Background: an optimization exercise with open tools, aiming at a short achievable clock period and few clock cycles per item. Do not read the settings as production practice. Only simulation tests tie the RTL to the original design; equivalence was not proved. Power is estimated from default activity; no workload was simulated.

Design aap_exec_top, start of the top module:
module aap_exec_top (
   input  logic             clk,
   input  logic             rst,
   input  aap_pkg::instr_t  instr,
   input  logic             instr_valid,
   output logic             instr_ready,
   output logic             exec_done,
   output aap_pkg::pc_t     pc,
   output logic             carry,
   output logic             wb_we,
   output aap_pkg::regnum_t wb_regnum,
   output aap_pkg::data_t   wb_data
);
   assign instr_ready = 1'b1;
   localparam int NDST = 7;
   localparam int NSRC = 5;
   logic        rst_q;
   logic        p_v;
   logic [15:0] p_w;
   always_ff @(posedge clk) begin
      rst_q <= rst;
      p_v   <= ~rst & instr_valid;
      p_w   <= instr;
   end
   logic [15:0] regs [8];
   logic [23:0] pc_q;
   logic        carry_q;
   logic        d_v;
   logic [8:0]  d_rsa, d_rsd;
   logic [9:0]  d_rsb;
   logic        d_we;
   logic [2:0]  d_wnum;
   logic [3:0]  d_unit;      
   logic        d_bimm;
   logic [5:0]  d_imm;
   logic [NSRC-1:0] d_sel [NDST];
   logic        d_l_and, d_l_or, d_l_xor, d_l_a, d_l_b, d_l_link;
   logic        d_h_lsl, d_h_lsr, d_h_asr;
   logic        d_abs;
   logic        d_c_al, d_c_eq, d_c_ne, d_c_cmp, d_cmp_cin, d_cmp_sgn;
   logic [23:0] d_off;
   logic        e_v;
   logic        e_we;
   logic [2:0]  e_wnum;
   logic [3:0]  e_unit;
   logic [3:0]  e_wunit;
   logic [15:0] e_op [NDST];
   logic        e_l_and, e_l_or, e_l_xor, e_l_a, e_l_b, e_l_link;
   logic        e_h_lsl, e_h_lsr, e_h_asr;
   logic        e_abs;
   logic        e_c_al, e_c_eq, e_c_ne, e_c_cmp, e_cmp_cin, e_cmp_sgn;
   logic [23:0] e_off;
   logic        w_v;
   logic [2:0]  w_wnum;
   logic [15:0] w_res;
   logic [15:0] u_res [4];
   logic       q_alu, q_flow;
   logic [3:0] q_op;
   logic [2:0] q_rd, q_ra, q_rb;
   logic       q_we;
   logic [2:0] q_wnum;
   logic       q_bimm;
   logic [3:0] q_unit;
  ...
make LEC_CHECK=0 ABC_CLOCK_PERIOD_IN_PS=2000 CAP_MARGIN=20 CORE_MARGIN=2 CORE_UTILIZATION=70 SETUP_SLACK_MARGIN=5 SLEW_MARGIN=20 SYNTH_HIERARCHICAL=1 finish   # period 7.5 ns
run.sh (not shown) runs the stock make flow with config.mk's settings and CLKGATE_MAP_FILE= SYNTH_SCRIPT=/design/flow/synth_recipe.tcl, a recipe that flattens the netlist after the stock synthesis.
The baseline finished with timing, DRC and antenna clean.
Testbench counts at the start, summed over its fixed seeds: cycles 24,040, items 24,000.
Change:
- CORE_UTILIZATION: 70 -> 40
Setup slack improves by 0.014 ns. Total power grows by 2.4%. Global-route usage drops by 23 points. Die area grows by 73%. Routed wire length shrinks by 5.1%. Sequential power barely changes. Fmax rose by 0.54%.
Change:
- CORE_UTILIZATION: 40 -> 55
The new run completed without violations.
Global-route usage grows by 12 points.
Wire length grows by a few percent.
Non-clock buffer count grows by 6.
Worst setup slack degrades by 0.0034 ns.
Utilization grows by 16 points.
Register-to-register slack barely changes.

========
run a:
Another version of the RTL of aap_exec_top (not shown whole).
Size in the first run: ~2300 cells after synthesis, about 310 flip-flops, ~66 I/O pins.
==> flow/design.v (excerpt) <==
module aap_exec_top (
   input  logic             clk,
   input  logic             rst,
   input  aap_pkg::instr_t  instr,
   input  logic             instr_valid,
   output logic             instr_ready,
   output logic             exec_done,
   output aap_pkg::pc_t     pc,
   output logic             carry,
   output logic             wb_we,
   output aap_pkg::regnum_t wb_regnum,
   output aap_pkg::data_t   wb_data
);
clock: 7.5 ns
lec_check: 0
abc_clock_period_in_ps: 2000
cap_margin: 20
core_margin: 2
core_utilization: 40
setup_slack_margin: 5
slew_margin: 20
Testbench counts of run a, summed over its fixed seeds: cycles 24,024, items 24,000.
> inputs changed (run a -> run b)
Settings: removing ABC_CLOCK_PERIOD_IN_PS (formerly 2000); removing SETUP_SLACK_MARGIN (formerly 5).
Findings:
When run b is measured against run a, its wire length of the first global-routing pass turns out 4.3% lower.
What run a reported for count of clock-buffer cells in the layout has to be multiplied by 0.904 to get the figure for run b.
Run a → run b: power drawn by the clock network decreased by about 4% relative to the old numbers; total grt overflow closely matched the old numbers; first-iteration DRC count decreased by about 16% relative to the old numbers.

separate check: timing with driven ports:
Ports are ideal in the flow. The routed layouts listed here were re-timed in OpenROAD.
Step 1: set_driving_cell puts a clkbuf_16 on clk and a buf_2 on each other input, an assumption about the parent block.
Step 2 also shifts input and output timing later by t, the mid clock arrival at the registers, as if the neighbouring blocks saw the same clock.
Three values: no drivers, after step 1, after step 2; two values: the first two.
| run | t (ns) | setup slack, ns | worst hold slack (ns) | worst setup path at the end | worst register clock-pin slew, ns |
|---|---|---|---|---|---|
| the first run of note 1 | 0.710 | 4.881 / 4.813 / 4.893 | 0.306 / 0.306 / 0.306 | register to register | 0.08 / 0.08 |
| the second run of note 1 | 0.706 | 4.895 / 4.824 / 4.964 | 0.327 / 0.327 / 0.327 | register to register | 0.07 / 0.07 |
| the third run of note 1 | 0.698 | 4.891 / 4.826 / 4.949 | 0.327 / 0.327 / 0.327 | register to register | 0.07 / 0.07 |
| run a | 0.615 | 4.074 / 4.074 / 4.028 | 0.362 / 0.362 / 0.362 | input to register | 0.06 / 0.06 |
| run b | 0.623 | 2.824 / 2.824 / 2.824 | 0.376 / 0.376 / 0.376 | register to register | 0.06 / 0.06 |
After both steps setup and hold are still met in every run listed. For run a, which loses most, drivers alone change the setup slack by 0.000 ns; drivers and shift together by -0.046 ns.
